This is an optimization exercise on Yosys and OpenROAD, whose aim is small area and few clock cycles, not a production implementation. At most, simulation tests tie the RTL to the original design; equivalence was not proved. For run 1, only the layout was checked, not whether the RTL still works. The flow treats the clock pin as an ideal source, which a real chip does not have. Power figures rest on the tool's default switching activity, not on a simulated workload.

## flow/config.mk

```make
export PLATFORM = sky130hd
export DESIGN_NAME = hid_key_report_to_ascii_typematic
export DESIGN_NICKNAME = hid_key_report_to_ascii_typematic
export VERILOG_FILES = /design/flow/design.v
export SDC_FILE = /design/flow/constraint.sdc
export NUM_CORES = 4
export LEC_CHECK = 0
export CAP_MARGIN = 20
export CORE_MARGIN = 2
export CORE_UTILIZATION = 40
export SLEW_MARGIN = 20
```

## flow/constraint.sdc

```tcl
create_clock -name core_clock -period 10.0 [get_ports {clk_i}]
set_input_delay 2.0000 -clock core_clock [delete_from_list [all_inputs] [get_ports {clk_i}]]
set_output_delay 2.0000 -clock core_clock [all_outputs]
set_load 0.01 [all_outputs]
```

## flow/design.v

```verilog
package hkt_pkg;
  localparam int unsigned CFG_IDX_W = 2;
  localparam logic [CFG_IDX_W-1:0] REG_NEWLINE_MODE = 2'd0;
  localparam logic [CFG_IDX_W-1:0] REG_FIRST_REPEAT = 2'd1;
  localparam logic [CFG_IDX_W-1:0] REG_NEXT_REPEAT  = 2'd2;
  localparam int unsigned IN_SLOTS = 6;
  localparam logic [7:0] KEY_CAPS_LOCK = 8'h39;
  localparam logic [7:0] KEY_NUM_LOCK  = 8'h53;
  localparam logic [7:0] CTRL_LO       = 8'h40;
  localparam logic [7:0] CTRL_HI       = 8'h5F;
  localparam logic [7:0] FIRST_RESET   = 8'd60;
  localparam logic [7:0] NEXT_RESET    = 8'd6;
  function automatic logic [7:0] plain_tab(logic [4:0] n);
    logic [7:0] c;
    case (n)
      5'd0: c = 8'h31;
      5'd1: c = 8'h32;
      5'd2: c = 8'h33;
      5'd3: c = 8'h34;
      5'd4: c = 8'h35;
      5'd5: c = 8'h36;
      5'd6: c = 8'h37;
      5'd7: c = 8'h38;
      5'd8: c = 8'h39;
      5'd9: c = 8'h30;
      5'd10: c = 8'h00;
      5'd11: c = 8'h00;
      5'd12: c = 8'h08;
      5'd13: c = 8'h00;
      5'd14: c = 8'h20;
      5'd15: c = 8'h2D;
      5'd16: c = 8'h3D;
      5'd17: c = 8'h5B;
      5'd18: c = 8'h5D;
      5'd19: c = 8'h5C;
      5'd20: c = 8'h60;
      5'd21: c = 8'h3B;
      5'd22: c = 8'h27;
      5'd23: c = 8'h60;
      5'd24: c = 8'h2C;
      5'd25: c = 8'h2E;
      5'd26: c = 8'h2F;
      default: c = 8'h00;
    endcase
    plain_tab = c;
  endfunction
  function automatic logic [7:0] shift_tab(logic [4:0] n);
    logic [7:0] c;
    case (n)
      5'd0: c = 8'h21;
      5'd1: c = 8'h40;
      5'd2: c = 8'h23;
      5'd3: c = 8'h24;
      5'd4: c = 8'h25;
      5'd5: c = 8'h5E;
      5'd6: c = 8'h26;
      5'd7: c = 8'h2A;
      5'd8: c = 8'h28;
      5'd9: c = 8'h29;
      5'd10: c = 8'h00;
      5'd11: c = 8'h00;
      5'd12: c = 8'h08;
      5'd13: c = 8'h00;
      5'd14: c = 8'h20;
      5'd15: c = 8'h5F;
      5'd16: c = 8'h2B;
      5'd17: c = 8'h7B;
      5'd18: c = 8'h7D;
      5'd19: c = 8'h7C;
      5'd20: c = 8'h7E;
      5'd21: c = 8'h3A;
      5'd22: c = 8'h22;
      5'd23: c = 8'h7E;
      5'd24: c = 8'h3C;
      5'd25: c = 8'h3E;
      5'd26: c = 8'h3F;
      default: c = 8'h00;
    endcase
    shift_tab = c;
  endfunction
  function automatic logic [7:0] arrow_tab(logic [4:0] n);
    logic [7:0] c;
    case (n)
      5'd0: c = 8'h43;
      5'd1: c = 8'h44;
      5'd2: c = 8'h42;
      5'd3: c = 8'h41;
      default: c = 8'h00;
    endcase
    arrow_tab = c;
  endfunction
  typedef struct packed {
    logic [1:0]      len;
    logic [2:0][7:0] b;
  } xlat_t;
  typedef struct packed {
    logic            new_caps;
    logic            new_num;
    logic            xlat;
    logic [7:0]      key;
    logic [1:0]      len;
    logic [2:0][7:0] b;
  } hkt_lane_t;
  function automatic xlat_t key_lookup(logic [7:0] key, logic up, logic nl);
    xlat_t      r;
    logic [7:0] c;
    logic [7:0] n;
    r = '0;
    c = '0;
    n = '0;
    if (key >= 8'h04 && key <= 8'h1D) begin
      r.len  = 2'd1;
      r.b[0] = (up ? 8'h41 : 8'h61) + (key - 8'h04);
    end else if (key == 8'h28) begin
      r.b[0] = 8'h0D;
      if (nl) begin
        r.b[1] = 8'h0A;
        r.len  = 2'd2;
      end else begin
        r.len = 2'd1;
      end
    end else if (key >= 8'h1E && key <= 8'h38) begin
      n = key - 8'h1E;
      c = up ? shift_tab(n[4:0]) : plain_tab(n[4:0]);
      if (c != 8'h00) begin
        r.len  = 2'd1;
        r.b[0] = c;
      end
    end else if (key >= 8'h3A && key <= 8'h45) begin
      n      = key - 8'h3A;
      r.len  = 2'd3;
      r.b[0] = 8'h1B;
      r.b[1] = 8'h5B;
      if (up) begin
        r.b[2] = (n < 8'd2) ? 8'h59 + n : 8'h61 + (n - 8'd2);
      end else begin
        r.b[2] = 8'h4D + n;
      end
    end else if (key >= 8'h4F && key <= 8'h52) begin
      n      = key - 8'h4F;
      r.len  = 2'd3;
      r.b[0] = 8'h1B;
      r.b[1] = 8'h5B;
      r.b[2] = arrow_tab({3'b000, n[1:0]});
    end else if (key == 8'h4C) begin
      r.len  = 2'd1;
      r.b[0] = 8'h7F;
    end else if (key == 8'h63) begin
      r.len  = 2'd1;
      r.b[0] = up ? 8'h2E : 8'h7F;
    end
    key_lookup = r;
  endfunction
endpackage
module hkt_lane (
  input  logic [7:0] key_i,
  input  logic       up_i,
  input  logic       ctrl_i,
  input  logic       nl_i,
  input  logic [1:0] idx_i,
  output logic [1:0] len_o,
  output logic [7:0] byte_o
);
  logic [7:0] plain, shifted, pb;
  logic       letter, punct, fkey, arrow, enter;
  logic [3:0] fn;
  assign letter = key_i[7:5] == 3'b000 && key_i >= 8'h04 && key_i <= 8'h1D;
  assign punct  = key_i >= 8'h1E && key_i <= 8'h38;
  assign fkey   = key_i >= 8'h3A && key_i <= 8'h45;
  assign arrow  = key_i >= 8'h4F && key_i <= 8'h52;
  assign enter  = key_i == 8'h28;
  assign fn     = 4'(key_i - 8'h3A);
  always_comb begin
    plain   = 8'hxx;
    shifted = 8'hxx;
    case (key_i[5:0])
      6'h1E: begin plain = 8'h31; shifted = 8'h21; end
      6'h1F: begin plain = 8'h32; shifted = 8'h40; end
      6'h20: begin plain = 8'h33; shifted = 8'h23; end
      6'h21: begin plain = 8'h34; shifted = 8'h24; end
      6'h22: begin plain = 8'h35; shifted = 8'h25; end
      6'h23: begin plain = 8'h36; shifted = 8'h5E; end
      6'h24: begin plain = 8'h37; shifted = 8'h26; end
      6'h25: begin plain = 8'h38; shifted = 8'h2A; end
      6'h26: begin plain = 8'h39; shifted = 8'h28; end
      6'h27: begin plain = 8'h30; shifted = 8'h29; end
      6'h2A: begin plain = 8'h08; shifted = 8'h08; end
      6'h2C: begin plain = 8'h20; shifted = 8'h20; end
      6'h2D: begin plain = 8'h2D; shifted = 8'h5F; end
      6'h2E: begin plain = 8'h3D; shifted = 8'h2B; end
      6'h2F: begin plain = 8'h5B; shifted = 8'h7B; end
      6'h30: begin plain = 8'h5D; shifted = 8'h7D; end
      6'h31: begin plain = 8'h5C; shifted = 8'h7C; end
      6'h32: begin plain = 8'h60; shifted = 8'h7E; end
      6'h33: begin plain = 8'h3B; shifted = 8'h3A; end
      6'h34: begin plain = 8'h27; shifted = 8'h22; end
      6'h35: begin plain = 8'h60; shifted = 8'h7E; end
      6'h36: begin plain = 8'h2C; shifted = 8'h3C; end
      6'h37: begin plain = 8'h2E; shifted = 8'h3E; end
      6'h38: begin plain = 8'h2F; shifted = 8'h3F; end
      default: ;
    endcase
    if (ctrl_i && (key_i[5:0] == 6'h1F || key_i[5:0] == 6'h23 || key_i[5:0] == 6'h2D))
      pb = {3'b000, shifted[4:0]};
    else
      pb = up_i ? shifted : plain;
  end
  always_comb begin
    byte_o = 8'hxx;
    len_o  = 2'd1;
    if (fkey || arrow) begin
      len_o = 2'd3;
      case (idx_i)
        2'd0: byte_o = 8'h1B;
        2'd1: byte_o = 8'h5B;
        default: begin
          if (arrow) begin
            case (key_i[1:0])
              2'b11: byte_o = 8'h43;
              2'b00: byte_o = 8'h44;
              2'b01: byte_o = 8'h42;
              default: byte_o = 8'h41;
            endcase
          end else if (up_i) begin
            byte_o = (fn < 4'd2) ? 8'h59 + {4'd0, fn} : 8'h5F + {4'd0, fn};
          end else begin
            byte_o = 8'h4D + {4'd0, fn};
          end
        end
      endcase
    end else if (enter) begin
      len_o  = nl_i ? 2'd2 : 2'd1;
      byte_o = idx_i[0] ? 8'h0A : 8'h0D;
    end else if (letter) begin
      byte_o = {ctrl_i ? 3'b000 : up_i ? 3'b010 : 3'b011, 5'(key_i[4:0] - 5'd3)};
    end else if (punct) begin
      byte_o = pb;
    end else begin
      byte_o = (up_i && key_i[5]) ? 8'h2E : 8'h7F;
    end
  end
endmodule
module hid_key_report_to_ascii_typematic #(
  parameter int unsigned KEY_SLOTS = 6
) (
  input  logic                      clk_i,
  input  logic                      rst_ni,
  input  logic                      cfg_we_i,
  input  logic [hkt_pkg::CFG_IDX_W-1:0] cfg_idx_i,
  input  logic [7:0]                cfg_data_i,
  input  logic                      in_valid_i,
  output logic                      in_ready_o,
  input  logic                      op_i,
  input  logic [7:0]                modifier_bits_i,
  input  logic [7:0]                key_slot_0_i,
  input  logic [7:0]                key_slot_1_i,
  input  logic [7:0]                key_slot_2_i,
  input  logic [7:0]                key_slot_3_i,
  input  logic [7:0]                key_slot_4_i,
  input  logic [7:0]                key_slot_5_i,
  output logic                      out_valid_o,
  input  logic                      out_ready_i,
  output logic [7:0]                out_char_o,
  output logic                      char_valid_o,
  output logic                      last_o,
  output logic                      caps_lock_led_o,
  output logic                      num_lock_led_o,
  output logic                      led_report_changed_o
);
  localparam int unsigned N = 6;
  logic            nl_q;
  logic [7:0]      first_q, next_q;
  logic [N-1:0][7:0] prev_q;
  logic            pshift_q, pctrl_q, caps_q, num_q;
  logic            hv_q;
  logic [2:0]      h_q;
  logic            hup_q, hctrl_q, hnl_q;
  logic [7:0]      rem_q;
  logic            job_v_q, ofire_q, chg_q, onl_q;
  logic [N-1:0]    pend_q, oup_q;
  logic [1:0]      bidx_q;
  logic [N-1:0][7:0] slots;
  logic            shift, ctrl;
  logic [N-1:0][N-1:0] eq;
  logic [N-1:0]    diag, cand, todo, row, col;
  logic [2:0]      s;
  logic            more, sseen;
  logic [7:0]      skey, hkey;
  logic            pvalid_q;
  logic            scan_q;
  logic [N-1:0]    done;
  logic            scan;
  logic [N-1:0]    seen, ncaps, nnum, xl, up, match, ev;
  logic            capsv, numv, changed;
  logic            hv0, present;
  logic [2:0]      h1;
  logic            ev_any, ev_xl;
  logic [2:0]      ev_last;
  logic            fire_c;
  logic            acc, acc_rep, acc_tick, acc_fire;
  logic            out_xfer, finishing, slot_free;
  logic [2:0]      cur, kidx;
  logic [7:0]      okey;
  logic            oup, octrl, onl;
  logic [1:0]      olen;
  logic [7:0]      obyte;
  logic            lane_end, pend_one;
  function automatic logic has_xlat(logic [7:0] k);
    has_xlat = (k >= 8'h04 && k <= 8'h38 && k != 8'h29 && k != 8'h2B)
            || (k >= 8'h3A && k <= 8'h45) || (k >= 8'h4F && k <= 8'h52)
            || k == 8'h4C || k == 8'h63;
  endfunction
  function automatic logic interesting(logic [7:0] k);
    interesting = has_xlat(k) || k == hkt_pkg::KEY_CAPS_LOCK || k == hkt_pkg::KEY_NUM_LOCK;
  endfunction
  assign slots = {key_slot_5_i, key_slot_4_i, key_slot_3_i, key_slot_2_i, key_slot_1_i,
                  key_slot_0_i};
  assign shift = modifier_bits_i[1] | modifier_bits_i[5];
  assign ctrl  = modifier_bits_i[0] | modifier_bits_i[4];
  always_comb begin
    for (int i = 0; i < N; i++) begin
      diag[i] = pvalid_q && (slots[i] == prev_q[i]);
      cand[i] = !diag[i] && interesting(slots[i]);
    end
    done = scan_q ? oup_q : '0;
    todo = cand & ~done;
    s    = 3'd0;
    for (int i = N - 1; i >= 0; i--) begin
      if (todo[i]) s = 3'(i);
    end
    more = |(todo & ~(N'(1) << s));
    skey = slots[s];
    hkey = prev_q[h_q];
    for (int j = 0; j < N; j++) begin
      row[j] = skey == prev_q[j];
      col[j] = slots[j] == hkey;
    end
    sseen = pvalid_q && (|row);
    for (int i = 0; i < N; i++) begin
      seen[i]  = !cand[i] || (done[i] ? pend_q[i] : sseen);
      ncaps[i] = !seen[i] && slots[i] == hkt_pkg::KEY_CAPS_LOCK;
      nnum[i]  = !seen[i] && slots[i] == hkt_pkg::KEY_NUM_LOCK;
      xl[i]    = !seen[i] && has_xlat(slots[i]);
      match[i] = col[i];
    end
    capsv = caps_q;
    numv  = num_q;
    for (int i = 0; i < N; i++) begin
      up[i] = (capsv && slots[i] >= 8'h04 && slots[i] <= 8'h1D) != shift;
      if (ncaps[i]) capsv = ~capsv;
      if (nnum[i]) numv = ~numv;
    end
    changed = |(ncaps | nnum);
    ev      = ncaps | nnum | xl;
    ev_any  = |ev;
    ev_last = 3'd0;
    ev_xl   = 1'b0;
    for (int i = 0; i < N; i++) begin
      if (ev[i]) begin
        ev_last = 3'(i);
        ev_xl   = xl[i];
      end
    end
    hv0     = hv_q && !((ctrl && !pctrl_q) || (shift && !pshift_q));
    present = |match;
    h1      = 3'd0;
    for (int i = N - 1; i >= 0; i--) begin
      if (match[i]) h1 = 3'(i);
    end
  end
  always_comb begin
    cur = 3'd0;
    for (int i = N - 1; i >= 0; i--) begin
      if (pend_q[i]) cur = 3'(i);
    end
  end
  assign kidx  = ofire_q ? h_q : cur;
  assign okey  = prev_q[kidx];
  assign oup   = ofire_q ? hup_q : oup_q[cur];
  assign octrl = ofire_q ? hctrl_q : pctrl_q;
  assign onl   = ofire_q ? hnl_q : onl_q;
  hkt_lane u_xlat (
    .key_i  (okey),
    .up_i   (oup),
    .ctrl_i (octrl),
    .nl_i   (onl),
    .idx_i  (bidx_q),
    .len_o  (olen),
    .byte_o (obyte)
  );
  assign lane_end     = (bidx_q == olen - 2'd1);
  assign pend_one     = (pend_q & (pend_q - 1'b1)) == '0;
  assign out_valid_o  = job_v_q;
  assign char_valid_o = ofire_q || (|pend_q);
  assign out_char_o   = char_valid_o ? obyte : 8'h00;
  assign last_o       = ofire_q ? lane_end : (pend_q == '0 || (pend_one && lane_end));
  assign caps_lock_led_o      = caps_q;
  assign num_lock_led_o       = num_q;
  assign led_report_changed_o = chg_q;
  assign fire_c    = hv_q && (rem_q <= 8'd1);
  assign out_xfer  = job_v_q && out_ready_i;
  assign finishing = out_xfer && last_o;
  assign slot_free = !job_v_q || finishing;
  assign in_ready_o = op_i ? (!fire_c || slot_free) : (slot_free && !more);
  assign acc       = in_valid_i && in_ready_o;
  assign acc_rep   = acc && !op_i;
  assign acc_tick  = acc && op_i;
  assign acc_fire  = acc_tick && fire_c;
  assign scan      = in_valid_i && !op_i && !job_v_q && more;
  always_ff @(posedge clk_i or negedge rst_ni) begin
    if (!rst_ni) begin
      nl_q     <= 1'b1;
      first_q  <= hkt_pkg::FIRST_RESET;
      next_q   <= hkt_pkg::NEXT_RESET;
      pvalid_q <= 1'b0;
      scan_q   <= 1'b0;
      pshift_q <= 1'b0;
      pctrl_q  <= 1'b0;
      caps_q   <= 1'b0;
      num_q    <= 1'b0;
      hv_q     <= 1'b0;
      job_v_q  <= 1'b0;
    end else begin
      if (cfg_we_i) begin
        unique case (cfg_idx_i)
          hkt_pkg::REG_NEWLINE_MODE: nl_q    <= cfg_data_i[0];
          hkt_pkg::REG_FIRST_REPEAT: first_q <= cfg_data_i;
          hkt_pkg::REG_NEXT_REPEAT:  next_q  <= cfg_data_i;
          default: ;
        endcase
      end
      scan_q <= scan;
      if (acc_rep) begin
        pvalid_q <= 1'b1;
        pshift_q <= shift;
        pctrl_q  <= ctrl;
        caps_q   <= capsv;
        num_q    <= numv;
        hv_q     <= ev_any ? ev_xl : (hv0 && present);
      end
      if (slot_free) job_v_q <= acc_rep || acc_fire;
    end
  end
  always_ff @(posedge clk_i) begin
    if (acc_rep) begin
      prev_q <= slots;
      h_q    <= ev_any ? ev_last : h1;
      if (|xl) rem_q <= first_q;
      if (ev_any && ev_xl) begin
        hup_q   <= up[ev_last];
        hctrl_q <= ctrl;
        hnl_q   <= nl_q;
      end
      onl_q <= nl_q;
    end
    if (acc_rep) oup_q <= up;
    if (acc_tick && hv_q) rem_q <= fire_c ? next_q : rem_q - 8'd1;
    if (scan) begin
      oup_q     <= done | (N'(1) << s);
      pend_q[s] <= sseen;
    end else if (slot_free) begin
      bidx_q  <= 2'd0;
      ofire_q <= !acc_rep;
      pend_q  <= acc_rep ? xl : '0;
      chg_q   <= acc_rep && changed;
    end else if (out_xfer) begin
      if (!ofire_q && lane_end) begin
        pend_q[cur] <= 1'b0;
        bidx_q      <= 2'd0;
      end else begin
        bidx_q <= bidx_q + 2'd1;
      end
    end
  end
endmodule
```

## flow/flow/run.sh

```bash
#!/bin/bash
# The standard layout (the standard.sh, standard synthesis included), with two changes:
# the port buffers that global placement inserts are the smallest buffer cell instead of
# the default choice (every input and output port still gets its own buffer), and after
# clock tree synthesis cells on paths with slack are sized down (flow/post_cts.tcl).
set -euo pipefail
export BUFFER_PORTS_ARGS="-buffer_cell sky130_fd_sc_hd__buf_1"
export POST_CTS_TCL="$PWD/flow/post_cts.tcl"
bash standard.sh > standard.log 2>&1
```

## flow/flow/post_cts.tcl

```tcl
# Size down cells on paths with slack, then legalize the placement again.
estimate_parasitics -placement
repair_timing -recover_power 100 -verbose
detailed_placement
check_placement -verbose
report_design_area
```

## flow/standard.sh

```bash
#!/bin/bash
# synth_recipe.tcl (not shown) runs the flow's synth.tcl, then flattens the netlist and writes it again
# the make line also repeats each setting of config.mk as NAME=value (left out here)
make -C /OpenROAD-flow-scripts/flow DESIGN_CONFIG=/design/flow/config.mk WORK_HOME=/design/flow/orfs CLKGATE_MAP_FILE= SYNTH_SCRIPT=/design/flow/synth_recipe.tcl "${@:-finish}"
```

==> impl_metrics.json, run 1 <==
{
  "io_buffers": 81,
  "path_class": "in2out",
  "synth_top_flop_cell": "edfxtp_1",
  "relSlewSlack_pct": 18.62,
  "hold_depth": 1,
  "grt-ovfl-total": 0,
  "area_delta_synth_final_pct": 6.567,
  "crit_chain": "clkbuf_1 > nand2_1 > or4_1 > a311oi_1 > nor3b_2 > nor2_1 > or2_0 > and2_4 > ha_1 > ha_1 > nand2b_1 > nor3_1 > a2111oi_0 > buf_4 > nor2_1 > a21oi_1 > buf_1",
  "ys_seq_area_share_pct": 26.13,
  "cp.required_ps": 8000,
  "drv_cap": 0,
  "critPathSlowestCell": "a2111oi_0",
  "synth_most_common_cell": "nand2_1",
  "n_fill_cell": 2964,
  "hp-start": "num_q",
  "outcome": "no timing/DRC/antenna violations",
  "wl_per_cell_um": 22.31,
  "cp-start-kind": "primary input",
  "crit_start": "key_slot_0_i[0]",
  "vias": 10990,
  "fin_crit_ps": 9642,
  "antenna_found_initial": 0,
  "rr_worst_depth": 21,
  "timing.rr.start": "pend_q[1]",
  "yosysTopAreaCell": "edfxtp_1",
  "cp_data_arrival_time_ps": 7640,
  "die_area_sq_um": 30140,
  "worstPathMaxFanout": 17,
  "grt_max_degree": 36,
  "synth_edf_count": 79,
  "clk_pin_slew_ps": 80,
  "period_share_pct": 96.42,
  "fp.dieH_um": 173.6,
  "rsz0062_at_grt": "no",
  "power_density_nw_per_um2": 195.9,
  "diodes": 0,
  "multi_input_area_sq_um": 7818,
  "ant_nets": 0,
  "fin_skew_ps": 15.83,
  "cpPeakStageDelay_ps": 920,
  "tns_ps": 0,
  "hold_violations": 0,
  "fmax_ghz": 0.1037,
  "p_leak_nw": 4.294,
  "grt_pass1_vias": 10080,
  "final_max_slew_viol_count": 0,
  "dp.final_hpwl_um": 29680,
  "drtIter0Drc": 1185,
  "hp-class": "reg2reg",
  "r2r_end": "oup_q[0]",
  "final-setup-viol-count": 0,
  "ff_latch_area_sq_um": 3007,
  "grt.total_usage_pct": 25.56,
  "yosysWarnings": 2,
  "io_pins": 87,
  "fp.dieW_um": 173.6,
  "core_area_sq_um": 28550,
  "synthArstFlopShare_pct": 24.04,
  "synth_area_leaders": "edfxtp_1 21%, xnor2_1 9.7%, nand2_1 4.4%",
  "syn_inst": 1348,
  "grt_pass1_wl_um": 59950,
  "totalPowerFinal_w": 0.002402,
  "holdPathEnd": "num_q",
  "layout-drive-gt1-share_pct": 9.357,
  "synth_top_area_share_pct": 20.61,
  "gp_congestion": 0.9534,
  "wl_um": 39090,
  "postSynthAreaPerCell_sq_um": 8.537,
  "synth_nets": 1449,
  "ys_types": 118,
  "ir_worst_vdd_uv": 110.2,
  "start_util_pct": 40.31,
  "final_nets": 1464,
  "cts_tree": "done",
  "worstSetupEndpointType": "primary output",
  "netlist_area_sq_um": 11510,
  "worst_slew_pin_slew_ps": 1221,
  "dr.pass1.iters": 5,
  "ys_ff_latch": 104,
  "timing.reg2reg.setup_slack_ps": 1760,
  "synthTopCellsByCount": "136 x nand2_1, 127 x xnor2_1, 82 x nor2_1, 79 x edfxtp_1, 65 x o21ai_0",
  "fp-row-count": 62,
  "routed_via_density": 6.274,
  "route.detailed.drc": 0,
  "clk_latency_ps": 380,
  "cts_num_sinks": 104
}
[logic make-up after synthesis]
logic type	share of synthesized area, %
AO/OA/AOI/OAI	21.07
XOR/XNOR	12.31
adder cells (fa/ha/maj)	3.218
buffers and inverters	5.958
flip-flops	26.13
multiplexers	8.622
other	0.03258
AND/OR/NAND/NOR	22.67
[layout by cell type (no fill, tap or decap), drive strengths merged, types with 10 or more instances in the layout]
cell,netlist,routed
o31ai,12,12
nor2,83,83
buf,53,49
ha,28,28
o21a,10,10
a211oi,21,21
dfrtp,18,18
nand2b,17,17
xnor2,128,128
and2,14,14
a21oi,61,61
inv,50,55
mux4,10,10
clkbuf,45,62
nand3,35,35
nand2,136,136
edfxtp,79,79
o21ai,75,75
nand4,28,28
o211ai,27,27
o22ai,12,12
or4,17,17
mux2i,37,37
nor4,30,30
and3,21,21
nor4b,10,10
a22oi,15,15
nor3,39,39
mux2,32,32
xor2,25,25
[per-layer routing]
metal	vias to the layer above	GRT usage, %	routed length [um]
met1	5314	36.05	16940
li1	5065	-	-
met5	-	0	0
met4	0	10.40	1588
met2	528	39.70	17370
met3	85	3.224	3199
[flip-flops by register name (all words and copies together), names as in the netlist, 2 cells and up]
signal / count
prev_q: 48
bidx_q: 2
oup_q: 6
h_q: 3
first_q: 8
rem_q: 8
pend_q: 6
next_q: 8
[layout make-up]
class / instances / area share [%]
flip-flops and latches: 104 / 24.52
well taps: 384 / 3.918
inverters: 51 / 1.581
clock buffers: 9 / 1.836
clock inverters: 7 / 0.7447
repair buffers: 102 / 3.663
multi-input cells: 1095 / 63.74
[per-stage QoR]
step	worst slack, ps	util [%]	std cells	area (sq um)	hold WS (ps)
final	357.6	42.96	1752	12260	490.3
after detailed placement	799.7	41.97	1735	11980	480.9
after floorplan	2797	-	1348	11510	472.5
after global routing	180.3	42.96	1752	12260	514.8
after global placement	809.0	41.97	1735	11980	462.7
[worst max path at each step]
stage	to	slack [ps]	cells past startpoint
final	in_ready_o	360	17
after global routing	in_ready_o	180	17
after detailed placement	in_ready_o	800	17
after global placement	in_ready_o	810	17
after floorplan	in_ready_o	2800	17
[critical path, delay by kind of cell]
kind | cells | cell delay [ps]
simple gates | 9 | 2700
compound gates | 3 | 1580
buf+inv | 3 | 930
fa+ha+maj | 2 | 400
[power breakdown]
| part | switching (W) | internal [W] |
|---|---|---|
| clock network | 0.000205 | 0.000184 |
| logic | 0.000828 | 0.000523 |
| registers | 0.000101 | 0.000560 |
| total | 0.00113 | 0.00127 |
==> inputs of run 2 (changes only) <==
--- a/flow/design.v
+++ b/flow/design.v
@@ -273,2 +273,3 @@
   logic [N-1:0][7:0] prev_q;
+  logic            pvalid_q;
   logic            pshift_q, pctrl_q, caps_q, num_q;
@@ -278,2 +279,4 @@
   logic [7:0]      rem_q;
+  logic            scan_q, evr_q;
+  logic [2:0]      p_q;
   logic            job_v_q, ofire_q, chg_q, onl_q;
@@ -283,17 +286,9 @@
   logic            shift, ctrl;
-  logic [N-1:0][N-1:0] eq;
-  logic [N-1:0]    diag, cand, todo, row, col;
-  logic [2:0]      s;
-  logic            more, sseen;
+  logic [N-1:0]    diag, cand, done, todo, row, col;
+  logic [2:0]      s, h1;
   logic [7:0]      skey, hkey;
-  logic            pvalid_q;
-  logic            scan_q;
-  logic [N-1:0]    done;
-  logic            scan;
-  logic [N-1:0]    seen, ncaps, nnum, xl, up, match, ev;
-  logic            capsv, numv, changed;
+  logic            xl_any;
+  logic            more, has_s, sseen, snew, sx, sc, sn, sup, ev_s, evr, chg_run;
   logic            hv0, present;
-  logic [2:0]      h1;
-  logic            ev_any, ev_xl;
-  logic [2:0]      ev_last;
+  logic            scan, step;
   logic            fire_c;
@@ -312,5 +307,2 @@
   endfunction
-  function automatic logic interesting(logic [7:0] k);
-    interesting = has_xlat(k) || k == hkt_pkg::KEY_CAPS_LOCK || k == hkt_pkg::KEY_NUM_LOCK;
-  endfunction
   assign slots = {key_slot_5_i, key_slot_4_i, key_slot_3_i, key_slot_2_i, key_slot_1_i,
@@ -322,5 +314,5 @@
       diag[i] = pvalid_q && (slots[i] == prev_q[i]);
-      cand[i] = !diag[i] && interesting(slots[i]);
+      cand[i] = !diag[i] && (slots[i] != 8'h00);
+      done[i] = scan_q && (3'(i) <= p_q);
     end
-    done = scan_q ? oup_q : '0;
     todo = cand & ~done;
@@ -330,5 +322,6 @@
     end
-    more = |(todo & ~(N'(1) << s));
-    skey = slots[s];
-    hkey = prev_q[h_q];
+    has_s = |todo;
+    more  = |(todo & ~(N'(1) << s));
+    skey  = slots[s];
+    hkey  = prev_q[h_q];
     for (int j = 0; j < N; j++) begin
@@ -337,33 +330,17 @@
     end
-    sseen = pvalid_q && (|row);
-    for (int i = 0; i < N; i++) begin
-      seen[i]  = !cand[i] || (done[i] ? pend_q[i] : sseen);
-      ncaps[i] = !seen[i] && slots[i] == hkt_pkg::KEY_CAPS_LOCK;
-      nnum[i]  = !seen[i] && slots[i] == hkt_pkg::KEY_NUM_LOCK;
-      xl[i]    = !seen[i] && has_xlat(slots[i]);
-      match[i] = col[i];
-    end
-    capsv = caps_q;
-    numv  = num_q;
-    for (int i = 0; i < N; i++) begin
-      up[i] = (capsv && slots[i] >= 8'h04 && slots[i] <= 8'h1D) != shift;
-      if (ncaps[i]) capsv = ~capsv;
-      if (nnum[i]) numv = ~numv;
-    end
-    changed = |(ncaps | nnum);
-    ev      = ncaps | nnum | xl;
-    ev_any  = |ev;
-    ev_last = 3'd0;
-    ev_xl   = 1'b0;
-    for (int i = 0; i < N; i++) begin
-      if (ev[i]) begin
-        ev_last = 3'(i);
-        ev_xl   = xl[i];
-      end
-    end
+    sseen   = pvalid_q && (|row);
+    snew    = has_s && !sseen;
+    sx      = snew && has_xlat(skey);
+    sc      = snew && skey == hkt_pkg::KEY_CAPS_LOCK;
+    sn      = snew && skey == hkt_pkg::KEY_NUM_LOCK;
+    sup     = (caps_q && skey >= 8'h04 && skey <= 8'h1D) != shift;
+    ev_s    = sx || sc || sn;
+    evr     = scan_q && evr_q;
+    chg_run = (scan_q && chg_q) || sc || sn;
+    xl_any  = (scan_q && (|pend_q)) || sx;
     hv0     = hv_q && !((ctrl && !pctrl_q) || (shift && !pshift_q));
-    present = |match;
+    present = |col;
     h1      = 3'd0;
     for (int i = N - 1; i >= 0; i--) begin
-      if (match[i]) h1 = 3'(i);
+      if (col[i]) h1 = 3'(i);
     end
@@ -409,2 +386,3 @@
   assign scan      = in_valid_i && !op_i && !job_v_q && more;
+  assign step      = scan || acc_rep;
   always_ff @(posedge clk_i or negedge rst_ni) begin
@@ -432,2 +410,8 @@
       scan_q <= scan;
+      if (step) begin
+        caps_q <= caps_q ^ sc;
+        num_q  <= num_q ^ sn;
+        if (ev_s)                  hv_q <= sx;
+        else if (acc_rep && !evr)  hv_q <= hv0 && present;
+      end
       if (acc_rep) begin
@@ -436,5 +420,2 @@
         pctrl_q  <= ctrl;
-        caps_q   <= capsv;
-        num_q    <= numv;
-        hv_q     <= ev_any ? ev_xl : (hv0 && present);
       end
@@ -444,18 +425,27 @@
   always_ff @(posedge clk_i) begin
-    if (acc_rep) begin
-      prev_q <= slots;
-      h_q    <= ev_any ? ev_last : h1;
-      if (|xl) rem_q <= first_q;
-      if (ev_any && ev_xl) begin
-        hup_q   <= up[ev_last];
+    if (scan) begin
+      p_q   <= s;
+      evr_q <= evr || ev_s;
+    end
+    if (step) begin
+      oup_q[s] <= sup;
+      if (sx) begin
+        h_q     <= s;
+        hup_q   <= sup;
         hctrl_q <= ctrl;
-        hnl_q   <= nl_q;
+      end else if (acc_rep && !ev_s && !evr) begin
+        h_q     <= h1;
       end
-      onl_q <= nl_q;
     end
-    if (acc_rep) oup_q <= up;
-    if (acc_tick && hv_q) rem_q <= fire_c ? next_q : rem_q - 8'd1;
+    if (acc_rep) begin
+      prev_q <= slots;
+      onl_q  <= nl_q;
+    end
+    if (acc_rep && xl_any) begin
+      hnl_q <= nl_q;
+      rem_q <= first_q;
+    end else if (acc_tick && hv_q) rem_q <= fire_c ? next_q : rem_q - 8'd1;
     if (scan) begin
-      oup_q     <= done | (N'(1) << s);
-      pend_q[s] <= sseen;
+      pend_q <= (scan_q ? pend_q : '0) | (sx ? (N'(1) << s) : '0);
+      chg_q  <= chg_run;
     end else if (slot_free) begin
@@ -463,4 +453,4 @@
       ofire_q <= !acc_rep;
-      pend_q  <= acc_rep ? xl : '0;
-      chg_q   <= acc_rep && changed;
+      pend_q  <= acc_rep ? ((scan_q ? pend_q : '0) | (sx ? (N'(1) << s) : '0)) : '0;
+      chg_q   <= acc_rep && chg_run;
     end else if (out_xfer) begin
==> flow/flow/run.sh (replaced) <==
#!/bin/bash
# The standard layout (the standard.sh, standard synthesis included), with two changes:
# the port buffers that global placement inserts are the smallest buffer cell instead of
# the default choice (every input and output port still gets its own buffer), and clock
# tree synthesis adds no dummy loads.
set -euo pipefail
export BUFFER_PORTS_ARGS="-buffer_cell sky130_fd_sc_hd__buf_1"
export CTS_ARGS="-sink_clustering_enable -repair_clock_nets -dont_use_dummy_load"
bash standard.sh > standard.log 2>&1
removed: flow/flow/post_cts.tcl
==> run 2 against run 1 <==
Effect of this change:
- still clean
- via count is 16% lower
- flip-flop and latch count grew 4
- fmax is 17% higher
- hold slack gained 3.4 ps
- clock power decreased by 19%
- synthesized area is 9.3% lower
- sequential power rose by 4.7%
- largest power group unchanged
- highest routed layer unchanged
==> impl_metrics.json, run 2 <==
{
  "grt_pass1_vias": 8565,
  "path_buf_inv": 2,
  "synthTopCellsByCount": "113 x xnor2_1, 83 x edfxtp_1, 80 x nand2_1, 66 x o21ai_0, 51 x nor2_1",
  "cpPeakStageDelay_ps": 700,
  "drv_cap": 0,
  "antenna_found_initial": 0,
  "fin_area_sq_um": 11340,
  "fp.dieW_um": 165.5,
  "outcome": "no timing/DRC/antenna violations",
  "n_fill_cell": 2583,
  "cts_tree": "done",
  "cts_setup_buffers": 0,
  "largest_register": "prev_q",
  "fmax_ghz": 0.1217,
  "netlist_area_sq_um": 10440,
  "ys_types": 113,
  "fp.dieH_um": 165.5,
  "synth_top_flop_cell": "edfxtp_1",
  "io_buffers": 81,
  "synthArstFlopShare_pct": 23.15,
  "route.detailed.drc": 0,
  "fin_crit_ps": 8218,
  "area_delta_synth_final_pct": 8.618,
  "mostFrequentLayoutCell": "xnor2_1",
  "cts_max_path_buffers": 2,
  "ir_worst_vdd_uv": 115.2,
  "power_density_nw_per_um2": 214.7,
  "grt_max_degree": 51,
  "grt.total_usage_pct": 25.75,
  "grt-ovfl-total": 0,
  "htree_levels": 3,
  "rsz0062_at_grt": "no",
  "largest_reg_flops": 48,
  "layout-drive-gt1-share_pct": 13.04,
  "dp.final_hpwl_um": 26260,
  "crit_chain": "nor3_1 > a21boi_1 > o21ai_4 > o22a_2 > nand2_2 > clkinv_1 > ha_1 > a211o_1 > a32oi_2 > a21boi_4 > mux2i_2 > o21ai_1 > and2_1 > a21oi_1 > buf_1",
  "core_area_sq_um": 25840,
  "grt_pass1_wl_um": 52770,
  "final_max_slew_viol_count": 0,
  "cts_root_buf": "clkbuf_16",
  "syn_inst": 1097,
  "routed_via_density": 6.217,
  "period_share_pct": 82.18,
  "totalPowerFinal_w": 0.002435,
  "relSlewSlack_pct": 36.63,
  "p_leak_nw": 3.935,
  "worstPathMaxFanout": 27,
  "cpLargestDelayFamily": "compound AO/OA/AOI/OAI gates",
  "cts_num_sinks": 108,
  "worstSetupEndpointType": "primary output",
  "final_nets": 1262,
  "synth_edf_count": 83,
  "place_area_sq_um": 11110,
  "fin_skew_ps": 24.81,
  "synth_top_area_share_pct": 23.88,
  "numCtsBuffers": 9,
  "cp-start-kind": "flop",
  "clk_latency_ps": 370,
  "wl_um": 34660,
  "hold_violations": 0,
  "ys_ff_latch": 108,
  "diodes": 0,
  "tns_ps": 0,
  "postSynthAreaPerCell_sq_um": 9.516,
  "gp_congestion": 0.9803,
  "worst_slew_pin_slew_ps": 950.5,
  "die_area_sq_um": 27410,
  "yosysWarnings": 2,
  "fin_hold_ws_ps": 493.7,
  "synth_area_leaders": "edfxtp_1 24%, xnor2_1 9.5%, dfrtp_1 4.3%",
  "drtIter0Drc": 938,
  "path_class": "reg2out",
  "synth_most_common_cell": "xnor2_1",
  "hp-class": "reg2reg",
  "cp.required_ps": 8000,
  "cp_data_arrival_time_ps": 6220,
  "wl_per_cell_um": 23.21,
  "yosysTopAreaCell": "edfxtp_1",
  "start_util_pct": 40.40,
  "io_pins": 87,
  "layout_common_cells": "113 x xnor2_1, 83 x edfxtp_1, 81 x buf_1, 80 x nand2_1, 65 x o21ai_0",
  "synth_nets": 1199,
  "cts.repair.resized": 0,
  "holdBufCountCts": 0,
  "fp-row-count": 59,
  "clk_pin_slew_ps": 70,
  "ys_seq_area_share_pct": 29.95,
  "critPathSlowestCell": "clkinv_1",
  "vias": 9282,
  "ant_nets": 0,
  "final-setup-viol-count": 0,
  "dr.pass1.iters": 5
}
-- run 2: cell count changes after synthesis, moves of 15 or more --
cell      delta
nand4_1     -15
nor2_1      -31
clkbuf_1    -23
xor2_1      +23
nand2_1     -56
buf_2       -22
a21oi_1     -16
-- run 2: layer usage --
layer	GRT usage (%)	part of all wire, %
met5	0	0
met3	4.296	7.0
met1	35.41	44
met2	40.93	45
met4	9.013	3.8
-- run 2: cell families after synthesis --
| logic type | share of synthesized area (%) |
|---|---|
| DFF | 29.95 |
| xor gates and xnor gates | 13.51 |
| AOI/OAI and AO/OA | 23.71 |
| muxes | 9.277 |
| and+or+nand+nor | 16.13 |
| other | 0.03592 |
| buffers and inverters | 3.692 |
| adders and majority gates | 3.692 |
-- run 2: stage by stage --
stage                     utilization [%]  std cells  setup slack (ps)
after floorplan                         -       1097              3211
after global placement              43.01       1484              2115
after CTS                           43.88       1493              1861
after detailed placement            43.01       1484              2100
final                               43.88       1493              1782
after global routing                43.88       1493              1404
-- run 2: where the power goes --
group	switching (W)	leakage [nW]	total (W)	internal (W)
Sequential	0.000106	1.06	0.000692	0.000586
Combinational	0.000880	2.76	0.00143	0.000548
Clock	0.000155	0.111	0.000314	0.000159
-- run 2: path summary, 6_finish.rpt --
check,from,slack [ps],cells after the start,end
max in group asynchronous,rst_ni,8080,2,nl_q
worst max register to register,ofire_q,3270,14,h_q[2]
worst min register to register,num_q,490,1,num_q
worst max-delay path,ofire_q,1780,15,in_ready_o
min in group asynchronous,rst_ni,1600,2,next_q[5]
worst min-delay path,num_q,490,1,num_q
-- run 2: area by class of cell --
type	count	area [sq um]	share of cell area, %
Tap cell	335	419.2	3.697
Multi-Input combinational cell	898	6947	61.27
Sequential cell	108	3127	27.58
Clock buffer	9	225.2	1.986
Inverter	40	151.4	1.335
Timing Repair Buffer	103	469.2	4.138
Testbench counts of run 2, summed over its fixed seeds: cycles 24,608.
==> inputs of run 3 (changes only) <==
--- a/flow/config.mk
+++ b/flow/config.mk
@@ -7,5 +7,5 @@
 export LEC_CHECK = 0
-export CAP_MARGIN = 20
+export CAP_MARGIN = 5
 export CORE_MARGIN = 2
-export CORE_UTILIZATION = 40
-export SLEW_MARGIN = 20
+export CORE_UTILIZATION = 50
+export SLEW_MARGIN = 5
==> run 3 against run 2 <==
Effect of this change:
- non-clock buffer count fell by 3
- critical path type is now in2out
- global-route usage rose by 4.9 points
- synthesized area did not move
- critical path depth did not move
- sequential power barely moved
- die area fell by 20%
- register-to-register slack improved by 20 ps
- core utilization rose by 11 points
- critical endpoint unchanged
- clock skew rose by 4.4 ps
- synthesized cell count did not move
- combinational power barely moved
==> impl_metrics.json, run 3 <==
{
  "outcome": "no timing/DRC/antenna violations",
  "antenna_found_initial": 0,
  "synth_most_common_cell": "xnor2_1",
  "synth_top_area_share_pct": 23.88,
  "ir_worst_vdd_uv": 93.59,
  "cp-start-kind": "primary input",
  "htree_levels": 3,
  "fp.dieW_um": 148.5,
  "worstPathMaxFanout": 19,
  "largest_reg_flops": 48,
  "crit_chain": "buf_1 > xnor2_1 > nand4_1 > o31ai_1 > o21ai_1 > a21oi_1 > o21ai_1 > buf_4 > inv_2 > ha_1 > o22ai_1 > nor4_1 > nor2_1 > a21oi_1 > buf_1",
  "fin_crit_ps": 8252,
  "path_class": "in2out",
  "diodes": 0,
  "clk_pin_slew_ps": 60,
  "dr.pass1.iters": 5,
  "final_max_slew_viol_count": 0,
  "io_buffers": 81,
  "p_leak_nw": 3.922,
  "numCtsBuffers": 9,
  "synth_area_leaders": "edfxtp_1 24%, xnor2_1 9.5%, dfrtp_1 4.3%",
  "hp-start": "num_q",
  "timing.reg2reg.setup_slack_ps": 3290,
  "timing.rr.start": "ofire_q",
  "drtIter0Drc": 864,
  "wl_per_cell_um": 23.56,
  "yosysWarnings": 2,
  "cts_setup_buffers": 0,
  "ys_seq_area_share_pct": 29.95,
  "synth_top_flop_cell": "edfxtp_1",
  "period_share_pct": 82.52,
  "yosysTopAreaCell": "edfxtp_1",
  "grt-ovfl-total": 0,
  "holdPathEnd": "num_q",
  "r2r_end": "h_q[1]",
  "cp.required_ps": 8000,
  "stdcell_count": 1425,
  "rr_worst_depth": 14,
  "final_nets": 1259,
  "worst_slew_pin_slew_ps": 1247,
  "hold_depth": 1,
  "rsz0062_at_grt": "no",
  "synthTopCellsByCount": "113 x xnor2_1, 83 x edfxtp_1, 80 x nand2_1, 66 x o21ai_0, 51 x nor2_1",
  "fp.dieH_um": 148.5,
  "cp_data_arrival_time_ps": 6250,
  "layout-drive-gt1-share_pct": 12.81,
  "power_density_nw_per_um2": 215.9,
  "vias": 9315,
  "syn_inst": 1097,
  "synth_edf_count": 83,
  "cts_tree": "done",
  "relSlewSlack_pct": 16.89,
  "postSynthAreaPerCell_sq_um": 9.516,
  "path_buf_inv": 4,
  "worstSetupEndpointType": "primary output",
  "final-setup-viol-count": 0,
  "largest_register": "prev_q",
  "start_util_pct": 51.26,
  "grt_pass1_vias": 8612,
  "cpLargestDelayFamily": "compound AO/OA/AOI/OAI gates",
  "place_inst": 1416,
  "tns_ps": 0,
  "cpPeakStageDelay_ps": 710,
  "cts_root_buf": "clkbuf_16",
  "io_pins": 87,
  "ys_ff_latch": 108,
  "fp-row-count": 52,
  "fmax_ghz": 0.1212,
  "ant_nets": 0,
  "grt_pass1_wl_um": 51610,
  "cts_num_sinks": 108,
  "core_area_sq_um": 20360,
  "gp_congestion": 0.9726,
  "post-route-util_pct": 55.16,
  "grt_max_degree": 51,
  "fin_hold_ws_ps": 474.7,
  "routed_via_density": 6.537,
  "clk_latency_ps": 370,
  "cts.repair.resized": 0,
  "dp.final_hpwl_um": 25760,
  "critPathSlowestCell": "o31ai_1",
  "synthArstFlopShare_pct": 23.15,
  "die_area_sq_um": 22050,
  "fin_skew_ps": 29.17,
  "synth_nets": 1199,
  "area_delta_synth_final_pct": 7.611,
  "hp-class": "reg2reg",
  "route.detailed.drc": 0,
  "layout_common_cells": "113 x xnor2_1, 83 x edfxtp_1, 81 x buf_1, 80 x nand2_1, 65 x o21ai_0",
  "drv_cap": 0,
  "hold_violations": 0,
  "wl_um": 33580,
  "holdBufCountCts": 0,
  "grt.total_usage_pct": 30.70,
  "ys_types": 113,
  "netlist_area_sq_um": 10440,
  "mostFrequentLayoutCell": "xnor2_1",
  "cts_max_path_buffers": 2
}
## run 3: cell counts after synthesis
No cell type changed its count.
## run 3: cells by family after synthesis
logic type	Yosys count	share of synthesized area, %
xor+xnor	161	13.51
fa+ha+maj	31	3.692
flops	108	29.95
other cells	1	0.03592
simple gates	318	16.13
buf+inv	91	3.692
compound gates	310	23.71
mux	77	9.277
## run 3: worst max path at each step
| stage | startpoint | to | cells after the start |
|---|---|---|---|
| 2_1_floorplan | key_slot_5_i[4] | in_ready_o | 13 |
| 3_3_place_gp | key_slot_4_i[3] | in_ready_o | 15 |
| 3_5_place_dp | key_slot_4_i[7] | in_ready_o | 15 |
| 4_1_cts | key_slot_4_i[7] | in_ready_o | 15 |
| 5_1_grt | key_slot_4_i[7] | in_ready_o | 15 |
| 6_report | key_slot_4_i[7] | in_ready_o | 15 |
## run 3: area by class of cell
cell class,count,area (sq um)
clock buffer,9,225.2
fill,1876,9131
inverter,40,150.1
multi-input combinational,898,6947
sequential,108,3127
tap,270,337.8
timing repair buffer,100,446.7
## run 3: through the flow
| stage | power [W] | cell area [sq um] | setup WS, ps |
|---|---|---|---|
| floorplan | 0.001717 | 10440 | 3211 |
| global placement | 0.002083 | 11010 | 1900 |
| detailed placement | 0.002087 | 11010 | 1830 |
| CTS | 0.002411 | 11230 | 1790 |
| global route | 0.002597 | 11230 | 1325 |
| finish | 0.002426 | 11230 | 1748 |
## run 3: worst register-to-register path: cells and delay by family, from the launching register on
kind	cells	cell delay [ps]
compound gates	8	2610
flops	1	700
simple gates	2	690
fa+ha+maj	1	500
buf+inv	2	1540
mux	1	350
## run 3: power by group
group / leakage [nW] / internal (W) / switching [W]
sequential: 1.06 / 0.000586 / 0.000103
clock: 0.111 / 0.000160 / 0.000157
combinational: 2.75 / 0.000545 / 0.000875
total: 3.92 / 0.00129 / 0.00114
## run 3: metal layers
metal | global-route usage (%) | wire length, um
met3 | 7.822 | 3480
met4 | 9.524 | 923
met1 | 43.73 | 14600
met2 | 45.90 | 14580
met5 | 0 | 0
==> inputs of run 4 (changes only) <==
==> flow/flow/run.sh (replaced) <==
#!/bin/bash
# The standard layout (the standard.sh, standard synthesis included), with the port
# buffers that global placement inserts made the smallest buffer cell instead of
# the default choice. Every input and output port still gets its own buffer.
set -euo pipefail
export BUFFER_PORTS_ARGS="-buffer_cell sky130_fd_sc_hd__buf_1"
bash standard.sh > standard.log 2>&1
--- a/flow/config.mk
+++ b/flow/config.mk
@@ -7,5 +7,5 @@
 export LEC_CHECK = 0
-export CAP_MARGIN = 5
+export CAP_MARGIN = 20
 export CORE_MARGIN = 2
-export CORE_UTILIZATION = 50
-export SLEW_MARGIN = 5
+export CORE_UTILIZATION = 40
+export SLEW_MARGIN = 20
==> run 4 against run 3 <==
Effect of this change:
- still clean
- fmax is 0.51% higher
- critical path depth did not move
- combinational power about the same
- register-to-register slack about the same
- first-iteration DRC count is 6.5% higher
- die area grew 24%
- core utilization decreased by 11 points
- clock-buffer cell count stayed put
- critical path type is now reg2out
- largest power group unchanged
==> impl_metrics.json, run 4 <==
{
  "synthTopCellsByCount": "113 x xnor2_1, 83 x edfxtp_1, 80 x nand2_1, 66 x o21ai_0, 51 x nor2_1",
  "p_leak_nw": 3.977,
  "synth_nets": 1199,
  "core_area_sq_um": 25840,
  "yosysTopAreaCell": "edfxtp_1",
  "synth_most_common_cell": "xnor2_1",
  "cts_root_buf": "clkbuf_16",
  "ir_worst_vdd_uv": 114.9,
  "diodes": 0,
  "clk_latency_ps": 370,
  "final-setup-viol-count": 0,
  "synth_top_area_share_pct": 23.88,
  "largest_register": "prev_q",
  "holdBufCountCts": 0,
  "fp.dieW_um": 165.5,
  "synthArstFlopShare_pct": 23.15,
  "cts.repair.resized": 0,
  "critPathSlowestCell": "clkinv_1",
  "ant_nets": 0,
  "gp_congestion": 0.9803,
  "drv_cap": 0,
  "cts_setup_buffers": 0,
  "ys_seq_area_share_pct": 29.95,
  "cts_num_sinks": 108,
  "fmax_ghz": 0.1218,
  "cpLargestDelayFamily": "compound AO/OA/AOI/OAI gates",
  "io_buffers": 81,
  "multi_input_area_sq_um": 6947,
  "dr.pass1.iters": 8,
  "tns_ps": 0,
  "cts_max_path_buffers": 2,
  "crit_chain": "nor3_1 > a21boi_1 > o21ai_4 > o22a_2 > nand2_2 > clkinv_1 > ha_1 > a211o_1 > a32oi_2 > a21boi_4 > mux2i_2 > o21ai_1 > and2_1 > a21oi_1 > buf_1",
  "n_fill_cell": 2574,
  "numCtsBuffers": 9,
  "ff_latch_area_sq_um": 3127,
  "fp.dieH_um": 165.5,
  "wl_per_cell_um": 23.08,
  "fin_skew_ps": 10.49,
  "cp-start-kind": "flop",
  "ys_types": 113,
  "drtIter0Drc": 920,
  "cp_data_arrival_time_ps": 6210,
  "worst_slew_pin_slew_ps": 942.7,
  "routed_via_density": 6.217,
  "dp.final_hpwl_um": 26260,
  "synth_area_leaders": "edfxtp_1 24%, xnor2_1 9.5%, dfrtp_1 4.3%",
  "relSlewSlack_pct": 36.47,
  "hp-class": "reg2reg",
  "grt_max_degree": 51,
  "htree_levels": 3,
  "power_density_nw_per_um2": 218.8,
  "route.detailed.drc": 0,
  "area_delta_synth_final_pct": 9.469,
  "cp.required_ps": 8000,
  "postSynthAreaPerCell_sq_um": 9.516,
  "netlist_area_sq_um": 10440,
  "ys_ff_latch": 108,
  "grt_pass1_vias": 8594,
  "grt.total_usage_pct": 25.79,
  "fin_hold_ws_ps": 490.5,
  "grt_pass1_wl_um": 52910,
  "largest_reg_flops": 48,
  "place_ws_ps": 2100,
  "antenna_found_initial": 0,
  "die_area_sq_um": 27410,
  "worstSetupEndpointType": "primary output",
  "mostFrequentLayoutCell": "xnor2_1",
  "fin_crit_ps": 8210,
  "worstPathMaxFanout": 27,
  "cts_tree": "done",
  "syn_inst": 1097,
  "start_util_pct": 40.40,
  "clk_pin_slew_ps": 90,
  "vias": 9326,
  "yosysWarnings": 2,
  "post-route-util_pct": 44.23,
  "period_share_pct": 82.10,
  "final_nets": 1262,
  "fp-row-count": 59,
  "grt-ovfl-total": 0,
  "path_class": "reg2out",
  "final_max_slew_viol_count": 0,
  "synth_top_flop_cell": "edfxtp_1",
  "synth_edf_count": 83,
  "path_buf_inv": 2,
  "outcome": "no timing/DRC/antenna violations",
  "layout-drive-gt1-share_pct": 13.56,
  "worst_slack_ps": 1790,
  "rsz0062_at_grt": "no",
  "layout_common_cells": "113 x xnor2_1, 83 x edfxtp_1, 81 x buf_1, 80 x nand2_1, 65 x o21ai_0",
  "hold_violations": 0,
  "wl_um": 34620,
  "io_pins": 87,
  "cpPeakStageDelay_ps": 700
}
==> run 4: changes by cell type in the layout (fill, tap and decap cells not counted), sizes merged <==
cell    change
buf         +3
inv         +3
clkinv      +4
==> run 4: stage by stage <==
step	total power [W]	instances	area [sq um]
finish	0.002500	1500	11430
global route	0.002672	1500	11430
CTS	0.002487	1500	11430
detailed placement	0.002100	1484	11110
global placement	0.002086	1484	11110
floorplan	0.001717	1097	10440
==> run 4: routing by layer <==
metal	GRT usage, %	part of all wire, %
met1	35.29	43
met2	41.21	46
met3	4.296	7.0
met4	9.052	3.7
met5	0	0
==> run 4: logic make-up (layout without fill, tap and decap cells) <==
kind of cell | Yosys count | in the layout | share of synthesized area (%)
AO/OA/AOI/OAI | 310 | 310 | 23.71
AND/OR/NAND/NOR | 318 | 318 | 16.13
multiplexers | 77 | 77 | 9.277
flip-flops | 108 | 108 | 29.95
other | 1 | 1 | 0.03592
XOR/XNOR | 161 | 161 | 13.51
buffers and inverters | 91 | 159 | 3.692
adder cells (fa/ha/maj) | 31 | 31 | 3.692
==> run 4: area by class of cell <==
cell class | instances | share of cell area, %
Clock buffer | 9 | 1.971
Clock inverter | 7 | 0.7774
Inverter | 40 | 1.325
Multi-Input combinational cell | 898 | 60.79
Sequential cell | 108 | 27.36
Tap cell | 335 | 3.668
Timing Repair Buffer | 103 | 4.106
==> run 4: worst paths after layout <==
kind / from / to / slack [ps] / cells past startpoint
setup / recovery: ofire_q / in_ready_o / 1790 / 15
hold / removal: num_q / num_q / 490 / 1
setup reg to reg: ofire_q / h_q[0] / 3300 / 14
hold reg to reg: num_q / num_q / 490 / 1
max in group asynchronous: rst_ni / nl_q / 8080 / 2
min in group asynchronous: rst_ni / next_q[5] / 1610 / 2
==> run 4: where the power goes <==
group | leakage [nW] | switching [W] | total, W | internal [W]
combinational | 2.76 | 0.000879 | 0.00143 | 0.000548
clock | 0.153 | 0.000199 | 0.000381 | 0.000182
sequential | 1.06 | 0.000106 | 0.000692 | 0.000586
total | 3.98 | 0.00118 | 0.00250 | 0.00132
==> run 4: worst reg2reg max path, stage by stage (launching register included) <==
cell and delay (ps):
edfxtp_1 690, nor3_1 260, a21boi_1 610, o21ai_4 210
o22a_2 280, nand2_2 420, clkinv_1 700, ha_1 490
a211o_1 270, a32oi_2 360, a21boi_4 290, mux2i_2 150
a41oi_4 450, clkinv_2 760, a31o_1 490
==> inputs of run 5 (changes only) <==
--- a/flow/design.v
+++ b/flow/design.v
@@ -163,11 +163,12 @@
 );
-  logic [7:0] plain, shifted, pb;
-  logic       letter, punct, fkey, arrow, enter;
-  logic [3:0] fn;
-  assign letter = key_i[7:5] == 3'b000 && key_i >= 8'h04 && key_i <= 8'h1D;
-  assign punct  = key_i >= 8'h1E && key_i <= 8'h38;
-  assign fkey   = key_i >= 8'h3A && key_i <= 8'h45;
-  assign arrow  = key_i >= 8'h4F && key_i <= 8'h52;
-  assign enter  = key_i == 8'h28;
-  assign fn     = 4'(key_i - 8'h3A);
+  logic [7:0] plain, shifted, pb, third;
+  logic [4:0] lo;
+  logic       letter, punct, three, enter;
+  assign letter = key_i[6:5] == 2'b00 && key_i[4:1] != 4'b1111;
+  assign punct  = (key_i[6:5] == 2'b00 && key_i[4:1] == 4'b1111)
+               || (key_i[6:5] == 2'b01 && key_i[4:3] != 2'b11)
+               || (key_i[6:3] == 4'b0111 && key_i[2:0] == 3'b000);
+  assign three  = !letter && !punct && key_i[6:0] != 7'h4C && key_i[6:0] != 7'h63;
+  assign enter  = key_i[6:0] == 7'h28;
+  assign lo = 5'(key_i[4:0] - 5'd3);
   always_comb begin
@@ -208,29 +209,34 @@
   always_comb begin
-    byte_o = 8'hxx;
-    len_o  = 2'd1;
-    if (fkey || arrow) begin
-      len_o = 2'd3;
+    case (key_i[5:0])
+      6'h3A: third = up_i ? 8'h59 : 8'h4D;
+      6'h3B: third = up_i ? 8'h5A : 8'h4E;
+      6'h3C: third = up_i ? 8'h61 : 8'h4F;
+      6'h3D: third = up_i ? 8'h62 : 8'h50;
+      6'h3E: third = up_i ? 8'h63 : 8'h51;
+      6'h3F: third = up_i ? 8'h64 : 8'h52;
+      6'h00: third = up_i ? 8'h65 : 8'h53;
+      6'h01: third = up_i ? 8'h66 : 8'h54;
+      6'h02: third = up_i ? 8'h67 : 8'h55;
+      6'h03: third = up_i ? 8'h68 : 8'h56;
+      6'h04: third = up_i ? 8'h69 : 8'h57;
+      6'h05: third = up_i ? 8'h6A : 8'h58;
+      6'h0F: third = 8'h43;
+      6'h10: third = 8'h44;
+      6'h11: third = 8'h42;
+      6'h12: third = 8'h41;
+      default: third = 8'hxx;
+    endcase
+  end
+  assign len_o = three ? 2'd3 : (enter && nl_i) ? 2'd2 : 2'd1;
+  always_comb begin
+    if (three) begin
       case (idx_i)
-        2'd0: byte_o = 8'h1B;
-        2'd1: byte_o = 8'h5B;
-        default: begin
-          if (arrow) begin
-            case (key_i[1:0])
-              2'b11: byte_o = 8'h43;
-              2'b00: byte_o = 8'h44;
-              2'b01: byte_o = 8'h42;
-              default: byte_o = 8'h41;
-            endcase
-          end else if (up_i) begin
-            byte_o = (fn < 4'd2) ? 8'h59 + {4'd0, fn} : 8'h5F + {4'd0, fn};
-          end else begin
-            byte_o = 8'h4D + {4'd0, fn};
-          end
-        end
+        2'd0:    byte_o = 8'h1B;
+        2'd1:    byte_o = 8'h5B;
+        default: byte_o = third;
       endcase
     end else if (enter) begin
-      len_o  = nl_i ? 2'd2 : 2'd1;
       byte_o = idx_i[0] ? 8'h0A : 8'h0D;
     end else if (letter) begin
-      byte_o = {ctrl_i ? 3'b000 : up_i ? 3'b010 : 3'b011, 5'(key_i[4:0] - 5'd3)};
+      byte_o = {ctrl_i ? 3'b000 : up_i ? 3'b010 : 3'b011, lo};
     end else if (punct) begin
@@ -242,2 +248,42 @@
 endmodule
+module hkt_match (
+  input  logic [5:0][7:0] slots_i,
+  input  logic [5:0][7:0] prev_i,
+  input  logic            pvalid_i,
+  input  logic            scan_i,
+  input  logic [2:0]      p_i,
+  input  logic [2:0]      h_i,
+  output logic [2:0]      s_o,
+  output logic            has_s_o,
+  output logic            more_o,
+  output logic [7:0]      skey_o,
+  output logic [5:0]      row_o,
+  output logic [5:0]      col_o
+);
+  logic [5:0] diag, cand, done, todo;
+  logic [7:0] hkey;
+  always_comb begin
+    for (int i = 0; i < 6; i++) begin
+      diag[i] = pvalid_i && (slots_i[i] == prev_i[i]);
+      cand[i] = !diag[i] && (slots_i[i] != 8'h00);
+      done[i] = scan_i && (3'(i) <= p_i);
+    end
+    todo = cand & ~done;
+    s_o  = 3'd0;
+    for (int i = 5; i >= 0; i--) begin
+      if (todo[i]) s_o = 3'(i);
+    end
+    has_s_o = |todo;
+    more_o  = |(todo & ~(6'd1 << s_o));
+    skey_o  = '0;
+    for (int i = 0; i < 6; i++) begin
+      if (todo[i] && (todo & ((6'd1 << i) - 6'd1)) == '0) skey_o = skey_o | slots_i[i];
+    end
+    hkey    = prev_i[h_i];
+    for (int j = 0; j < 6; j++) begin
+      row_o[j] = skey_o == prev_i[j];
+      col_o[j] = slots_i[j] == hkey;
+    end
+  end
+endmodule
 module hid_key_report_to_ascii_typematic #(
@@ -286,5 +332,5 @@
   logic            shift, ctrl;
-  logic [N-1:0]    diag, cand, done, todo, row, col;
+  logic [N-1:0]    row, col;
   logic [2:0]      s, h1;
-  logic [7:0]      skey, hkey;
+  logic [7:0]      skey;
   logic            xl_any;
@@ -311,21 +357,17 @@
   assign ctrl  = modifier_bits_i[0] | modifier_bits_i[4];
+  hkt_match u_match (
+    .slots_i  (slots),
+    .prev_i   (prev_q),
+    .pvalid_i (pvalid_q),
+    .scan_i   (scan_q),
+    .p_i      (p_q),
+    .h_i      (h_q),
+    .s_o      (s),
+    .has_s_o  (has_s),
+    .more_o   (more),
+    .skey_o   (skey),
+    .row_o    (row),
+    .col_o    (col)
+  );
   always_comb begin
-    for (int i = 0; i < N; i++) begin
-      diag[i] = pvalid_q && (slots[i] == prev_q[i]);
-      cand[i] = !diag[i] && (slots[i] != 8'h00);
-      done[i] = scan_q && (3'(i) <= p_q);
-    end
-    todo = cand & ~done;
-    s    = 3'd0;
-    for (int i = N - 1; i >= 0; i--) begin
-      if (todo[i]) s = 3'(i);
-    end
-    has_s = |todo;
-    more  = |(todo & ~(N'(1) << s));
-    skey  = slots[s];
-    hkey  = prev_q[h_q];
-    for (int j = 0; j < N; j++) begin
-      row[j] = skey == prev_q[j];
-      col[j] = slots[j] == hkey;
-    end
     sseen   = pvalid_q && (|row);
==> flow/flow/run.sh (replaced) <==
#!/bin/bash
# The standard layout (the standard.sh, standard synthesis included), with these changes:
# the port buffers that global placement inserts are the smallest buffer cell instead of
# the default choice (every input and output port still gets its own buffer); clock tree
# synthesis may use clkbuf_8 as well as clkbuf_16 buffers and adds no dummy loads; and after
# clock tree synthesis, cells on paths with slack are sized down (flow/post_cts.tcl).
# standard.sh's output goes to standard.log; each ORFS step keeps its own log under orfs/logs.
set -euo pipefail
export BUFFER_PORTS_ARGS="-buffer_cell sky130_fd_sc_hd__buf_1"
export CTS_ARGS="-sink_clustering_enable -repair_clock_nets -dont_use_dummy_load -buf_list {sky130_fd_sc_hd__clkbuf_8 sky130_fd_sc_hd__clkbuf_16}"
export POST_CTS_TCL="$PWD/flow/post_cts.tcl"
bash standard.sh > standard.log 2>&1
==> flow/flow/post_cts.tcl (new file) <==
# Size down cells on paths with slack, then legalize the placement again.
estimate_parasitics -placement
repair_timing -recover_power 100 -verbose
detailed_placement
check_placement -verbose
report_design_area
--- a/flow/config.mk
+++ b/flow/config.mk
@@ -10,2 +10,4 @@
 export CORE_UTILIZATION = 40
+export CTS_BUF_LIST = sky130_fd_sc_hd__clkbuf_8
 export SLEW_MARGIN = 20
+export SYNTH_HIERARCHICAL = 1
==> run 5 against run 4 <==
Effect of this change:
- still clean on timing, DRC and antenna
- clock power down 16%
- combinational power shrank 64%
- synthesized cell count fell by 0.64%
- cell area fell by 5.0%
- sequential share of layout area is 1.4 points higher
- clock skew up 13 ps
- non-clock buffer count down 5
- fmax is 10% lower
- clock-buffer cell count unchanged
- cell count is 2.5% lower
- global-route usage down 2.2 points
- hold slack worse by 17 ps
- largest power group is now registers
==> impl_metrics.json, run 5 <==
{
  "core_area_sq_um": 25040,
  "place_ws_ps": 1563,
  "drv_cap": 0,
  "vias": 9044,
  "final_nets": 1227,
  "fmax_ghz": 0.1095,
  "syn_inst": 1090,
  "final_max_slew_viol_count": 0,
  "postSynthAreaPerCell_sq_um": 9.327,
  "period_share_pct": 91.31,
  "crit_start": "pend_q[0]",
  "final-setup-viol-count": 0,
  "hold_violations": 0,
  "die_area_sq_um": 26710,
  "grt_pass1_vias": 8332,
  "wl_um": 31130,
  "fp-row-count": 58,
  "largest_reg_flops": 48,
  "power_density_nw_per_um2": 133.3,
  "clk_pin_slew_ps": 80,
  "wl_per_cell_um": 21.28,
  "ant_nets": 0,
  "grt.total_usage_pct": 23.55,
  "cp_data_arrival_time_ps": 7130,
  "largest_register": "prev_q",
  "r2r_end": "rem_q[7]",
  "worst_slew_pin_slew_ps": 1191,
  "synth_nets": 1182,
  "tns_ps": 0,
  "worstSetupEndpointType": "primary output",
  "endpoint": "in_ready_o",
  "relSlewSlack_pct": 20.62,
  "worstPathMaxFanout": 15,
  "fin_skew_ps": 23.84,
  "fin_crit_ps": 9131,
  "rsz0062_at_grt": "no",
  "cp.required_ps": 8000,
  "hp-class": "reg2reg",
  "netlist_area_sq_um": 10170,
  "dr.pass1.iters": 5,
  "layout-drive-gt1-share_pct": 9.532,
  "outcome": "no timing/DRC/antenna violations",
  "p_leak_nw": 3.742,
  "yosysWarnings": 9,
  "mostFrequentLayoutCell": "xor2_1",
  "grt_pass1_wl_um": 48480,
  "grt-ovfl-total": 0,
  "cts_tree": "done",
  "ir_worst_vdd_uv": 86.09,
  "route.detailed.drc": 0,
  "fp.dieW_um": 163.4,
  "cp-start-kind": "flop",
  "path_class": "reg2out",
  "drtIter0Drc": 838,
  "io_pins": 87,
  "timing.rr.start": "pend_q[0]",
  "grt_max_degree": 56,
  "io_buffers": 81,
  "rr_worst_depth": 18,
  "routed_via_density": 6.182,
  "layout_common_cells": "86 x xor2_1, 83 x edfxtp_1, 74 x nand2_1, 65 x nor2_1",
  "area_delta_synth_final_pct": 6.757,
  "gp_congestion": 0.9662,
  "diodes": 0,
  "cts_num_sinks": 108,
  "timing.reg2reg.setup_slack_ps": 2630,
  "antenna_found_initial": 0,
  "dp.final_hpwl_um": 23350,
  "fp.dieH_um": 163.4,
  "worst_slack_ps": 868.9,
  "start_util_pct": 40.60,
  "clk_latency_ps": 370
}
[run 5: final cells by class]
type | instances | area, sq um
inverter | 52 | 195.2
fill | 2482 | 14180
sequential | 108 | 3127
timing repair buffer | 98 | 441.7
tap | 330 | 412.9
clock buffer | 9 | 225.2
multi-input combinational | 866 | 6451
[run 5: power breakdown]
| group | total, W | leakage (nW) | switching (W) | internal, W |
|---|---|---|---|---|
| sequential | 0.000615 | 1.06 | 0.0000628 | 0.000552 |
| combinational | 0.000512 | 2.58 | 0.000305 | 0.000206 |
| clock | 0.000320 | 0.111 | 0.000161 | 0.000160 |
| total | 0.00145 | 3.74 | 0.000528 | 0.000918 |
[run 5: routing by layer]
metal | routed length, um | up-vias | GRT usage (%)
met5 | 0 | - | 0
met4 | 563 | 0 | 5.471
met3 | 2213 | 35 | 3.123
met2 | 14350 | 379 | 38.03
met1 | 14000 | 4406 | 33.47
li1 | - | 4224 | -
[run 5: per-stage QoR]
step / cells / util (%) / hold slack [ps] / cell area, sq um / power (W)
after global routing: 1463 / 43.35 / 497.1 / 10850 / 0.001532
final: 1463 / 43.35 / 473.2 / 10850 / 0.001447
after floorplan: 1090 / - / 479.3 / 10170 / 0.001000
after global placement: 1450 / 42.64 / 458.7 / 10680 / 0.001131
after detailed placement: 1451 / 42.67 / 462.9 / 10680 / 0.001140
[run 5: worst min path at each step]
stage                    from   endpoint  slack (ps)  depth (start not counted)
floorplan           next_q[0]  next_q[0]         480                          1
global placement        num_q      num_q         460                          1
detailed placement      num_q      num_q         460                          1
global route            num_q      num_q         500                          1
finish                  num_q      num_q         470                          1
[run 5: worst max-delay path, stage by stage, from the launching register on]
cell       delay (ps)
edfxtp_1          520
nor3_1            590
inv_1             250
o21ai_2           810
mux2i_1           170
mux2_2            310
o22ai_1           620
ha_1              590
nand4bb_1         150
a21oi_1           250
nand2b_1          160
o21a_1            210
nand2_1            80
xnor2_1           190
mux2i_1           170
a31oi_1           750
nand2_1           450
nand2_1           190
o2bb2ai_1         130
buf_1             170
Testbench counts of run 5, summed over its fixed seeds: cycles 24,608.

==> what the ideal ports hide <==
In the flow no input, the clock included, has a driving cell. The finished layouts below were timed again as built, in two steps. Step 1 assumes that a clkbuf_16 drives the clock port and a buf_2 every other input. Step 2, shift: input delay + t, output delay - t, t = (earliest + latest rising clock arrival at the registers) / 2. This alone moves slack from input paths to output paths. a / b / c = ideal / step 1 / step 2; a / b = the first two.
run	t, ns	slack for setup (ns)	worst hold slack (ns)
run 1	0.427	0.358 / 0.334 / 0.334	0.490 / 0.490 / 0.490
run 2	0.402	1.782 / 1.738 / 2.016	0.494 / 0.494 / 0.494
run 3	0.397	1.748 / 1.722 / 1.722	0.475 / 0.475 / 0.475
run 4	0.409	1.790 / 1.746 / 1.963	0.490 / 0.490 / 0.490
run 5	0.401	0.869 / 0.826 / 1.144	0.473 / 0.473 / 0.473
After both steps setup and hold are still met in every run listed. For run 3, which loses most, drivers alone change the setup slack by -0.026 ns; drivers and shift together by -0.026 ns.
